Background: an optimization exercise with open tools, aiming at small area. Do not read the settings as production practice. Only simulation tests tie the RTL to the original design; equivalence was not proved. No activity file was given, so power comes from the tool's default toggle rates.

`flow/constraint.sdc`:
```
create_clock -name core_clock -period 6.0 [get_ports {clk_i}]
set_input_delay 1.2000 -clock core_clock [delete_from_list [all_inputs] [get_ports {clk_i}]]
set_output_delay 1.2000 -clock core_clock [all_outputs]
set_load 0.01 [all_outputs]
```
`flow/config.mk`:
```
export PLATFORM = sky130hd
export DESIGN_NAME = multi_cnt_obi
export DESIGN_NICKNAME = multi_cnt_obi
export VERILOG_FILES = /design/flow/design.v
export SDC_FILE = /design/flow/constraint.sdc
export NUM_CORES = 4
export LEC_CHECK = 0
export CAP_MARGIN = 20
export CORE_MARGIN = 2
export CORE_UTILIZATION = 40
export SLEW_MARGIN = 20
```
`flow/run.sh`:
```
#!/bin/bash
# synth_recipe.tcl (not shown) runs the flow's synth.tcl, then flattens the netlist and writes it again
# the make line also repeats each setting of config.mk as NAME=value (left out here)
make -C /OpenROAD-flow-scripts/flow DESIGN_CONFIG=/design/flow/config.mk WORK_HOME=/design/flow/orfs CLKGATE_MAP_FILE= SYNTH_SCRIPT=/design/flow/synth_recipe.tcl finish
```
`flow/design.v`:
```
module multi_cnt_obi_ch #(
  parameter int CntWidth   = 32,
  parameter int PrescWidth = 8
) (
  input  logic        clk,
  input  logic        rst,
  input  logic        wr_ctrl,      
  input  logic        wr_ctrl_en,   
  input  logic        wr_thresh,
  input  logic        wr_value,
  input  logic        clr_hit,      
  input  logic [31:0] wdata,        
  output logic [31:0] ctrl_rd,
  output logic [31:0] thresh_rd,
  output logic [31:0] value_rd,
  output logic        hit,
  output logic        ie
);
  logic                  en, oneshot, down;
  logic [PrescWidth-1:0] presc, pcnt;
  logic [CntWidth-1:0]   thresh, value;
  logic                  tick, at_end, hw_hit;
  logic                  unused_wdata;
  assign unused_wdata = ^wdata;
  assign tick   = en && (pcnt == presc);
  assign at_end = down ? (value == '0) : (value == thresh);
  assign hw_hit = tick && at_end && !wr_value;
  always_ff @(posedge clk) begin
    if (rst) begin
      en      <= 1'b0;
      oneshot <= 1'b0;
      down    <= 1'b0;
      ie      <= 1'b0;
      presc   <= '0;
      pcnt    <= '0;
      thresh  <= '0;
      value   <= '0;
      hit     <= 1'b0;
    end else begin
      if (wr_ctrl) begin
        oneshot <= wdata[1];
        down    <= wdata[2];
        ie      <= wdata[3];
        presc   <= wdata[8 +: PrescWidth];
      end
      if (wr_ctrl_en)             en <= wdata[0];
      else if (hw_hit && oneshot) en <= 1'b0;
      if (wr_thresh) thresh <= wdata[CntWidth-1:0];
      if (wr_value || !en || tick) pcnt <= '0;
      else                         pcnt <= pcnt + 1'b1;
      if (wr_value) begin
        value <= wdata[CntWidth-1:0];
      end else if (tick) begin
        if (at_end) begin
          if (!oneshot) value <= down ? thresh : '0;
        end else begin
          value <= down ? value - 1'b1 : value + 1'b1;
        end
      end
      if (hw_hit)       hit <= 1'b1;
      else if (clr_hit) hit <= 1'b0;
    end
  end
  always_comb begin
    ctrl_rd                   = '0;
    ctrl_rd[0]                = en;
    ctrl_rd[1]                = oneshot;
    ctrl_rd[2]                = down;
    ctrl_rd[3]                = ie;
    ctrl_rd[8 +: PrescWidth]  = presc;
  end
  assign thresh_rd = 32'(thresh);
  assign value_rd  = 32'(value);
endmodule
module multi_cnt_obi #(
  parameter int NumCh      = 4,
  parameter int CntWidth   = 32,
  parameter int PrescWidth = 8
) (
  input  logic             clk_i,
  input  logic             rst_i,
  input  logic             req_i,
  output logic             gnt_o,
  input  logic [31:0]      addr_i,
  input  logic             we_i,
  input  logic [3:0]       be_i,
  input  logic [31:0]      wdata_i,
  output logic             rvalid_o,
  output logic [31:0]      rdata_o,
  output logic             intr_o,
  output logic [NumCh-1:0] ch_hit_o
);
  typedef struct packed {
    logic        we;
    logic [5:0]  ch;
    logic [1:0]  reg_sel;
    logic [3:0]  be;
    logic [31:0] wdata;
  } bus_req_t;
  localparam logic [7:0] IrqWord = 8'(NumCh * 4);
  bus_req_t               req;
  logic [7:0]             word;
  logic                   ch_ok, is_irq, wr;
  logic [31:0]            bmask, rd_word, merged;
  logic [NumCh-1:0][31:0] ctrl_rd, thresh_rd, value_rd;
  logic [NumCh-1:0]       hit, ie, irq_pend;
  logic [NumCh-1:0]       wr_ctrl, wr_ctrl_en, wr_thresh, wr_value, clr_hit;
  logic                   rvalid_q, intr_q;
  logic [31:0]            rdata_q;
  logic                   unused_addr;
  assign unused_addr = ^{addr_i[31:10], addr_i[1:0]};
  assign gnt_o = req_i;
  assign word  = addr_i[9:2];
  assign req.we      = we_i;
  assign req.ch      = word[7:2];
  assign req.reg_sel = word[1:0];
  assign req.be      = be_i;
  assign req.wdata   = wdata_i;
  assign ch_ok  = (int'(req.ch) < NumCh);
  assign is_irq = (word == IrqWord);
  assign wr     = req_i && req.we && (|req.be);
  assign irq_pend = hit & ie;
  always_comb begin
    bmask = '0;
    for (int b = 0; b < 4; b++) bmask[8*b +: 8] = {8{req.be[b]}};
  end
  always_comb begin
    rd_word = '0;
    if (ch_ok) begin
      for (int c = 0; c < NumCh; c++) begin
        if (req.ch == 6'(c)) begin
          case (req.reg_sel)
            2'd0:    rd_word = ctrl_rd[c];
            2'd1:    rd_word = thresh_rd[c];
            2'd2:    rd_word = value_rd[c];
            default: rd_word = {31'b0, hit[c]};
          endcase
        end
      end
    end else if (is_irq) begin
      rd_word = 32'(irq_pend);
    end
  end
  assign merged = (rd_word & ~bmask) | (req.wdata & bmask);
  always_comb begin
    wr_ctrl    = '0;
    wr_ctrl_en = '0;
    wr_thresh  = '0;
    wr_value   = '0;
    clr_hit    = '0;
    for (int c = 0; c < NumCh; c++) begin
      if (wr && ch_ok && req.ch == 6'(c)) begin
        wr_ctrl[c]    = (req.reg_sel == 2'd0);
        wr_ctrl_en[c] = (req.reg_sel == 2'd0) && req.be[0];
        wr_thresh[c]  = (req.reg_sel == 2'd1);
        wr_value[c]   = (req.reg_sel == 2'd2);
        clr_hit[c]    = (req.reg_sel == 2'd3) && req.be[0] && req.wdata[0];
      end
    end
  end
  for (genvar c = 0; c < NumCh; c++) begin : g_ch
    multi_cnt_obi_ch #(
      .CntWidth   (CntWidth),
      .PrescWidth (PrescWidth)
    ) u_ch (
      .clk        (clk_i),
      .rst        (rst_i),
      .wr_ctrl    (wr_ctrl[c]),
      .wr_ctrl_en (wr_ctrl_en[c]),
      .wr_thresh  (wr_thresh[c]),
      .wr_value   (wr_value[c]),
      .clr_hit    (clr_hit[c]),
      .wdata      (merged),
      .ctrl_rd    (ctrl_rd[c]),
      .thresh_rd  (thresh_rd[c]),
      .value_rd   (value_rd[c]),
      .hit        (hit[c]),
      .ie         (ie[c])
    );
  end
  always_ff @(posedge clk_i) begin
    if (rst_i) begin
      rvalid_q <= 1'b0;
      rdata_q  <= '0;
      intr_q   <= 1'b0;
    end else begin
      rvalid_q <= req_i;
      rdata_q  <= (req_i && !req.we) ? rd_word : '0;
      intr_q   <= |irq_pend;
    end
  end
  assign rvalid_o = rvalid_q;
  assign rdata_o  = rdata_q;
  assign intr_o   = intr_q;
  assign ch_hit_o = hit;
endmodule
```
==> results.json <==
{
  "status": "finished clean",
  "synth.most_common_cell": "nor2_1",
  "timing.setup.critical_path_class": "input pin to flip-flop",
  "cp_common_cell": "a21oi_1",
  "finalHoldViolations": 0,
  "whs_endpoint": "g_ch[0].u_ch.pcnt[0]",
  "io_pins": 111,
  "drt-total-wl_microns": 107000,
  "maxSlewHeadroom_pct": 18.7,
  "clk_latency_ns": 0.61,
  "start_kind": "input pin",
  "grt_max_degree": 152,
  "nets": 3554,
  "grt_pass1_wl_microns": 158000,
  "synth_warnings": 2,
  "setup_viol": 0,
  "synth_top_area_cell": "dfxtp_1",
  "hold_path.startpoint": "g_ch[0].u_ch.pcnt[0]",
  "synth_nets": 3570,
  "postSynthCellCount": 3370,
  "timing.hold.ws_ns": 0.476,
  "synth_area_per_cell_sq_um": 7.82,
  "start_util_pct": 40.2,
  "finClkSkew_ns": 0.0281,
  "worstPathArrival_ns": 4.94,
  "htree_levels": 2,
  "cp-end-kind": "flip-flop",
  "timing.rr.start": "g_ch[2].u_ch.down",
  "timing.rr.end": "g_ch[2].u_ch.value[31]",
  "synth_area_leaders": "dfxtp_1 28%, a21oi_1 6.6%, nor2_1 6.0%",
  "ys_ff_latch": 374,
  "clock-sinks": 374,
  "drive_above_1_share_pct": 8.08,
  "dieArea_sq_mm": 0.0680,
  "dieHeight_microns": 261,
  "clock.fmax_mhz": 223,
  "worstPathMaxFanout": 13,
  "slowest_stage": "clkdlybuf4s50_1",
  "num-fill-cells": 6539,
  "syn_to_final_growth_pct": 12.8,
  "crit_family": "compound AO/OA/AOI/OAI gates",
  "n_antenna_cell": 0,
  "grt_usage_pct": 30.6,
  "max_stage_delay_ns": 0.94,
  "io_buffers": 86,
  "crit_chain": "clkdlybuf4s50_1 -> nand2_1 -> a21oi_1 -> o21ai_0 -> nand4_1 -> nor2_1 -> a21oi_2 -> buf_4 -> nor2_1 -> a21oi_1 -> a21oi_1",
  "grt_pass1_vias": 24200,
  "syn_area_sq_mm": 0.0264,
  "synth_edf_count": 0,
  "hold_buffers": 0,
  "required_ns": 6.46,
  "hold_depth": 1,
  "clock_path_buffers": 3,
  "vias": 26600,
  "period_needed_ns": 4.48,
  "crit_buf_inv": 2,
  "drc": 0,
  "dp_hpwl_microns": 76400,
  "fp.dieW_microns": 261,
  "antenna_left": 0,
  "ys.flop_type": "dfxtp_1",
  "root_buffer": "clkbuf_16",
  "ff2ff_setup_slack_ns": 2.08,
  "r2r_cells": 12,
  "num_rows": 94,
  "cts_tree": "done",
  "vdd_drop_max_uv": 159,
  "postCtsSetupBuffers": 0,
  "drtIter0Drc": 3164,
  "gp_congestion": 1.01,
  "fin_crit_sh_pct": 74.6,
  "ys_seq_area_share_pct": 28.4,
  "rsz0062_at_grt": "false",
  "maxSlewViolCount": 0,
  "ys_top_cells_by_count": "421 x nor2_1, 374 x dfxtp_1, 350 x a21oi_1, 292 x nand2_1, 190 x a211oi_1",
  "power.density_mw_per_mm2": 206,
  "cts-buffers-inserted": 45,
  "hold_class": "flip-flop to flip-flop",
  "synth_cell_types": 101,
  "setup-tns-final_ns": 0,
  "wl_per_cell_microns": 25.2,
  "tightest_slew_ns": 1.22,
  "maxCapViolations": 0,
  "cts_resized": 0,
  "yosysTopAreaCellShare_pct": 28.4,
  "antenna_found_initial": 2,
  "dr.pass1.iters": 6,
  "p_leak_uw": 0.0113,
  "clk_pin_slew_worst_paths_ns": 0.06,
  "design.core.area_sq_mm": 0.0655,
  "grt_overflow": 0,
  "async_reset_ff_share_pct": 0,
  "vias_per_cell": 6.26
}
-- placed cells by master, fill, tap and decap left out, drive strengths merged, types with 16 or more instances in the layout --
cell type,n
a211oi,191
a21o,60
a21oi,361
a221o,30
a221oi,78
a22oi,22
a31oi,25
and2,27
and3,27
buf,88
clkbuf,60
clkdlybuf4s50,83
dfxtp,374
ha,124
inv,41
mux2i,69
nand2,298
nand2b,16
nand3,88
nand4,55
nor2,425
nor3,61
nor4,59
o211ai,31
o21a,22
o21ai,174
or3,16
xnor2,159
xor2,125
-- per-layer routing --
metal	GRT usage (%)	up-vias	wire length, microns
met5	0	-	27
met4	13.2	4	5270
met3	7.50	230	11100
met2	44.2	1322	43800
met1	43.0	12700	46800
li1	-	12400	-
-- through the flow --
stage	power [uW]	area, sq um	utilization [%]	std cells	setup WS [ns]
after floorplan	2760	26400	-	3370	2.63
after global placement	2990	28000	42.8	4169	1.00
after detailed placement	2990	28000	42.8	4169	1.11
after CTS	6130	29700	45.4	4252	1.72
after global routing	6240	29700	45.4	4254	1.46
final	6130	29700	45.4	4254	1.52
-- how the worst max path moves through the flow --
| stage | startpoint | to | slack, ns | cells past startpoint |
|---|---|---|---|---|
| floorplan | g_ch[3].u_ch.down | g_ch[3].u_ch.value[28] | 2.63 | 11 |
| global placement | addr_i[4] | g_ch[2].u_ch.thresh[15] | 1.00 | 9 |
| detailed placement | addr_i[4] | g_ch[3].u_ch.value[11] | 1.11 | 11 |
| CTS | addr_i[4] | g_ch[3].u_ch.value[11] | 1.72 | 11 |
| global route | addr_i[4] | g_ch[3].u_ch.value[11] | 1.46 | 11 |
| finish | addr_i[4] | g_ch[3].u_ch.value[11] | 1.52 | 11 |
-- cell type report --
class	instances	area (sq um)	share of cell area [%]
inverters	39	146	0.492
flip-flops and latches	374	7490	25.2
clock inverters	23	378	1.27
repair buffers	171	1550	5.21
clock buffers	60	1310	4.39
multi-input cells	2723	17800	59.8
well taps	864	1080	3.64
-- report_power, final --
| part | switching [uW] | total, uW | leakage [uW] | internal (uW) |
|---|---|---|---|---|
| clock | 1210 | 3170 | 0.000834 | 1960 |
| combinational | 349 | 468 | 0.00748 | 119 |
| sequential | 3.42 | 2490 | 0.00301 | 2490 |
-- logic make-up after synthesis --
kind of cell             after synthesis  share of synthesized area [%]
multiplexers                          80                           3.42
AND/OR/NAND/NOR                     1120                           19.8
buffers and inverters                273                           4.70
adder cells (fa/ha/maj)              128                           6.19
XOR/XNOR                             284                           9.44
AO/OA/AOI/OAI                       1111                           28.1
flip-flops                           374                           28.4
-- registers in the layout, indices dropped and copies added, names as in the netlist, 32 cells and up --
register,cells
g_ch.u_ch.pcnt,32
rdata_q,32
g_ch.u_ch.value,128
g_ch.u_ch.presc,32
g_ch.u_ch.thresh,128
-- worst reg2reg max path, cell delays in order, from the launching register on --
cell       delay, ns
dfxtp_1         0.77
buf_4           0.42
ha_1            0.25
nand2_1         0.09
o21a_1          0.21
nor2b_1         0.13
o21ai_1         0.13
a2111oi_0       0.87
o21ai_1         0.16
a21o_1          0.20
a21oi_1         0.31
a2bb2oi_1       0.21
nand2_1         0.06

what the ideal ports hide:
In the flow no input, the clock included, has a driving cell. The finished layout below was timed again as built, in two steps.
Step 1: set_driving_cell puts a clkbuf_16 on clk_i and a buf_2 on each other input, an assumption about the parent block.
Step 2, shift: input delay + t, output delay - t, t = (earliest + latest rising clock arrival at the registers) / 2. This alone moves slack from input paths to output paths.
Slacks: ideal / step 1 / step 2; pairs: ideal / step 1.
shift t [ns]: 0.658
setup slack, ns: 1.522 / 1.555 / 0.897
hold slack, ns: 0.476 / 0.476 / 0.476
worst setup path after step 2: input to register
After both steps this run still meets setup and hold. For this run, drivers alone change the setup slack by +0.033 ns; drivers and shift together by -0.625 ns.
